Source: an optimization exercise on an open RTL-to-GDS flow (aim: small area). Production flows keep margins and buffers that such runs may drop.
In this exercise RTL edits were held to simulation tests only and were not proved equivalent to the original.
No activity file was given, so power comes from the tool's default toggle rates.

File: config.mk
export PLATFORM = sky130hd
export DESIGN_NAME = branch_predictor
export DESIGN_NICKNAME = branch_predictor
export VERILOG_FILES = /design/flow/design.v
export SDC_FILE = /design/flow/constraint.sdc
export NUM_CORES = 4
export LEC_CHECK = 0
export CAP_MARGIN = 20
export CORE_MARGIN = 2
export CORE_UTILIZATION = 40
export SETUP_SLACK_MARGIN = 0.5
export SLEW_MARGIN = 20
File: constraint.sdc
create_clock -name core_clock -period 7.0 [get_ports {clk}]
set_input_delay 1.4000 -clock core_clock [delete_from_list [all_inputs] [get_ports {clk}]]
set_output_delay 1.4000 -clock core_clock [all_outputs]
set_load 0.01 [all_outputs]
File: design.v
module branch_predictor #(
  parameter int WIDTH    = 32,
  parameter int ENTRIES  = 16,
  parameter int CNT_BITS = 2
) (
  input  logic             clk,
  input  logic             rst,
  input  logic [WIDTH-1:0] PCF,
  output logic             PredTakenF,
  output logic [WIDTH-1:0] PredTargetF,
  input  logic             ResolveE,
  input  logic             IsJumpE,
  input  logic             TakenE,
  input  logic [WIDTH-1:0] PCE,
  input  logic [WIDTH-1:0] TargetE,
  input  logic [WIDTH-1:0] PCPlus4E,
  input  logic             PredTakenE,
  input  logic [WIDTH-1:0] PredTargetE,
  input  logic             InvalidateAll,
  output logic             FlushBranch,
  output logic [WIDTH-1:0] PCRedirect,
  output logic [31:0]      BranchCount,
  output logic [31:0]      MispredCount
);
  localparam int IDX   = $clog2(ENTRIES);
  localparam int TAG_W = WIDTH - IDX - 2;
  localparam logic [CNT_BITS-1:0] CNT_MAX = '1;
  localparam logic [CNT_BITS-1:0] CNT_WT  = CNT_BITS'(1) << (CNT_BITS - 1);
  localparam logic [CNT_BITS-1:0] CNT_WNT = CNT_WT - CNT_BITS'(1);
  logic [ENTRIES-1:0]  valid_reg;
  logic [TAG_W-1:0]    tag_reg    [ENTRIES];
  logic [WIDTH-1:0]    target_reg [ENTRIES];
  logic [CNT_BITS-1:0] cnt_reg    [ENTRIES];
  logic [31:0] branch_count_reg;
  logic [31:0] mispred_count_reg;
  logic unused_bits;
  assign unused_bits = &{1'b0, PCF[1:0], PCE[1:0]};
  logic [IDX-1:0]   idx_f;
  logic [TAG_W-1:0] tag_f;
  logic             hit_f;
  assign idx_f = PCF[IDX+1:2];
  assign tag_f = PCF[WIDTH-1:IDX+2];
  assign hit_f = valid_reg[idx_f] && (tag_reg[idx_f] == tag_f);
  assign PredTakenF  = hit_f && cnt_reg[idx_f][CNT_BITS-1];
  assign PredTargetF = PredTakenF ? target_reg[idx_f] : '0;
  assign FlushBranch = ResolveE && ((TakenE != PredTakenE) || (TakenE && (PredTargetE != TargetE)));
  assign PCRedirect  = TakenE ? TargetE : PCPlus4E;
  logic [IDX-1:0]      idx_e;
  logic [TAG_W-1:0]    tag_e;
  logic                hit_e;
  logic [CNT_BITS-1:0] cnt_cur;
  logic [CNT_BITS-1:0] cnt_next;
  logic [WIDTH-1:0]    target_next;
  logic                wr_en;
  assign idx_e = PCE[IDX+1:2];
  assign tag_e = PCE[WIDTH-1:IDX+2];
  always_comb begin
    cnt_cur     = cnt_reg[idx_e];
    hit_e       = valid_reg[idx_e] && (tag_reg[idx_e] == tag_e);
    wr_en       = 1'b0;
    cnt_next    = cnt_cur;
    target_next = target_reg[idx_e];
    if (ResolveE && !InvalidateAll) begin
      if (IsJumpE && TakenE) begin
        wr_en       = 1'b1;
        cnt_next    = CNT_MAX;
        target_next = TargetE;
      end else if (TakenE) begin
        wr_en       = 1'b1;
        target_next = TargetE;
        if (!hit_e)
          cnt_next = CNT_WT;
        else if (cnt_cur != CNT_MAX)
          cnt_next = cnt_cur + CNT_BITS'(1);
      end else if (hit_e) begin
        wr_en = 1'b1;
        if (cnt_cur != '0)
          cnt_next = cnt_cur - CNT_BITS'(1);
      end
    end
  end
  always_ff @(posedge clk or negedge rst) begin
    if (!rst) begin
      valid_reg <= '0;
      for (int i = 0; i < ENTRIES; i++) begin
        tag_reg[i]    <= '0;
        target_reg[i] <= '0;
        cnt_reg[i]    <= CNT_WNT;
      end
    end else if (InvalidateAll) begin
      valid_reg <= '0;
    end else if (wr_en) begin
      valid_reg[idx_e]  <= 1'b1;
      tag_reg[idx_e]    <= tag_e;
      target_reg[idx_e] <= target_next;
      cnt_reg[idx_e]    <= cnt_next;
    end
  end
  always_ff @(posedge clk or negedge rst) begin
    if (!rst) begin
      branch_count_reg  <= '0;
      mispred_count_reg <= '0;
    end else begin
      if (ResolveE && (branch_count_reg != 32'hFFFF_FFFF))
        branch_count_reg <= branch_count_reg + 32'd1;
      if (FlushBranch && (mispred_count_reg != 32'hFFFF_FFFF))
        mispred_count_reg <= mispred_count_reg + 32'd1;
    end
  end
  assign BranchCount  = branch_count_reg;
  assign MispredCount = mispred_count_reg;
endmodule
File: run.sh
#!/bin/bash
# synth_recipe.tcl (not shown) runs the flow's synth.tcl, then flattens the netlist and writes it again
# the make line also repeats each setting of config.mk as NAME=value (left out here)
make -C /OpenROAD-flow-scripts/flow DESIGN_CONFIG=/design/flow/config.mk WORK_HOME=/design/flow/orfs CLKGATE_MAP_FILE= SYNTH_SCRIPT=/design/flow/synth_recipe.tcl finish
==> results.txt <==
==> timing repair <==
item | 4_1_cts | 5_1_grt
gates resized for setup | 56 | 32
setup buffers | 16 | 11
setup endpoints to repair | 33 | 29
pin swaps | 8 | 13
gates cloned | 0 | 1
==> Yosys cell counts, types with 48 or more instances <==
cell type | count | share of area, %
a22oi_1 | 351 | 4.9
a221oi_1 | 160 | 2.6
nand3_1 | 146 | 1.3
inv_1 | 57 | 0.39
clkbuf_1 | 242 | 1.7
buf_2 | 71 | 0.66
o22ai_1 | 75 | 0.87
mux2i_1 | 48 | 0.89
a21oi_1 | 135 | 1.2
nor2_1 | 130 | 0.90
nand2_1 | 107 | 0.74
xnor2_1 | 73 | 1.2
a222oi_1 | 54 | 1.0
mux2_2 | 849 | 18
o21ai_0 | 71 | 0.66
a22o_1 | 157 | 2.5
nand4_1 | 69 | 0.80
dfrtp_1 | 1024 | 47
mux2_1 | 158 | 3.3
xor2_1 | 54 | 0.87
buf_4 | 94 | 1.3
==> worst max path at each step <==
stage               startpoint               to  slack, ns  cells past startpoint
finish                  PCF[4]  PredTargetF[25]       0.56                     15
global route            PCF[4]  PredTargetF[25]       0.49                     16
CTS                     PCF[4]       PredTakenF       0.50                     15
detailed placement      PCF[2]  PredTargetF[25]      -0.30                     15
global placement        PCF[2]   PredTargetF[0]      -0.26                     15
floorplan               PCF[3]  PredTargetF[10]       0.92                     14
==> layout make-up <==
type	count	area (µm²)	area share (%)
multi-input combinational	3029	26300	39.6
sequential	1040	26000	39.2
timing repair buffer	738	7750	11.7
clock inverter	53	609	0.916
clock buffer	160	3320	4.99
inverter	61	229	0.344
tap	1781	2230	3.35
antenna	8	20.0	0.0301
==> metal layers <==
layer	track usage, %	vias up
met5	0.140	-
met4	18.1	12
met3	8.86	838
met2	48.7	3312
met1	43.5	23500
li1	-	18500
==> kinds of logic after synthesis <==
kind of cell	synth area share, %
AND/OR/NAND/NOR	6.59
XOR/XNOR	2.05
flip-flops	48.0
multiplexers	22.4
AO/OA/AOI/OAI	16.4
buffers and inverters	4.40
adder cells (fa/ha/maj)	0.180
==> per-stage QoR <==
stage          instances  hold WS (ns)  setup slack [ns]  setup TNS (ns)  total power, mW
6_report            6870         0.494             0.562               0             16.0
5_1_grt             6865         0.521             0.487               0             16.6
4_1_cts             6850         0.498             0.504               0             16.0
3_5_place_dp        6621         0.489            -0.304           -8.45             9.64
3_3_place_gp        6621         0.480            -0.256           -7.66             9.58
2_1_floorplan       4579         0.467             0.916               0             8.43
==> where the power goes <==
part	switching, mW	internal (mW)	leakage (nW)
registers	0.617	6.66	14.0
clock network	2.71	3.65	1.94
logic	1.30	1.09	13.6
==> results.txt <==
Status = finished clean
Reg-to-Reg End = tag_reg[0][0]
Top Metal Used = met5
Layout Nets = 5160
WP data required = 5.60 ns
Util after Layout = 49.3%
Synth warn = 4
WL per Instance = 33.9 µm
Prevailing post-synth register cell = dfrtp_1
Worst relative slew slack = 26.1%
Most common library cell in the layout ignoring fill and taps = dfrtp_1
CTS Hold Bufs = 0
Worst-Skew Late Latency = 0.77 ns
CP startpoint kind = primary input
Final worst path period need = 6.44 ns
Hold EP = mispred_count_reg[23]
1st-pass router iterations = 9
Residual DRC = 0
Placed Instance Area = 62100 µm²
F_max = 155 MHz
Vias/cell = 6.72
Max stage delay cell, worst path = or4_4
CP Max Fanout = 33
Hold depth = 1
Sequential share of the synthesized area = 48.0%
Arrival time worst endpoint = 5.04 ns
Syn_area_per_cell = 11.8 µm²
Commonest non-fill, non-tap cells in the layout = 1024 x dfrtp_1, 849 x mux2_2, 351 x a22oi_1, 323 x buf_4, 251 x clkdlybuf4s50_1
WL met2 = 100 mm
Die Area = 139000 µm²
Flop2flop setup slack = 2.58 ns
Pleak = 29.5 nW
Hold Vio Cnt, Final = 0
Filler cells = 12.0k
Final GP Congestion = 0.983
Largest net degree at the start of global routing = 160
Synth Net Count = 4753
Initial drt markers = 6995
CP peak stage delay = 0.46 ns
Met1 wire length = 90.5 mm
Core area = 135000 µm²
Yosys cell types = 85
Mapped Area = 54200 µm²
Routed Antenna Nets = 0
Clock Tree Buf Depth = 3
CTS clk-pin slew, worst paths = 0.06 ns
# IOs = 297
Slew @ Worst Pin = 1.11 ns
Buffers & Inverters on Critical Path = 7
Horiz. Die Dim = 372 µm
Final setup fails = 0
Site row count = 135
Fin area = 66500 µm²
Share of layout cells above drive strength 1 = 32.0%
Area growth, synth to finish = 22.6%
First-pass GRT wire length = 331 mm
I/O Buffers = 292
Post-synth ARST share = 100%
Reg-to-Reg Start = tag_reg[3][18]
Setup CP Type = in -> out
Pwr dens = 241 nW/µm²
Gate Count Post-Synth = 4579
Metal3 WL = 27.3 mm
MaxCap Viol Count = 0
Worst hold path class = reg -> reg
Clk sinks = 1040
Number of synthesized flops with an enable pin = 0
Reg2Reg Depth = 14
Initial antenna violation count = 11
Root buffer cell = clkbuf_16
RSZ-0062 raised after global routing = no
Final Max Tran Viols = 0
CTS Buf Count = 116
Die height = 372 µm
Initial core utilization = 40.2%
Total Wirelength = 233 mm
Htree depth = 3
TritonCTS clock tree = built
CP delay by family, top = buffers and inverters
Hold Path Origin = mispred_count_reg[23]
Synth Register Bits = 1040
Cell Chain, Critical Path = buf_4, buf_4, nor4b_2, buf_4, buf_4, buf_4, a21oi_1, nand4_1, o221ai_1, nor2_1, nand4_1, or4_4, buf_12, nor2_1, dlygate4sd2_1
Total grt overflow = 0
Largest register FFs = 512
Vias in the first global route = 45.5k
Routed via count = 46.2k
Clock Skews = 0.0396 ns
Cell mode on critical path = buf_4
GRT Util Overall = 32.9%
Max IR drop VDD = 0.223 mV
Setup crit end kind = primary output
Final Cycle Share = 92.0%
Hpwl dp = 149 mm

## separate check: timing with driven ports
In the flow no input, the clock included, has a driving cell. The finished layout below was timed again as built, in two steps.
Step 1: set_driving_cell puts a clkbuf_16 on clk and a buf_2 on each other input, an assumption about the parent block.
Step 2 times the ports against the registers' clock, not the clock port: input delays grow and output delays shrink by t, the midpoint of the rising clock arrivals with the driver on.
Three values: ideal, step 1, step 2; two values: the first two.
shift t [ns]: 0.833
setup slack, ns: 0.562 / 0.530 / -0.142
worst slew at a driven data input, ns: 0.17
pins driven straight from the clock port: 1
Met with ideal ports but missed after step 2: setup timing in this run. The setup slack of this run moves by -0.032 ns with the drivers and by -0.704 ns with both steps.
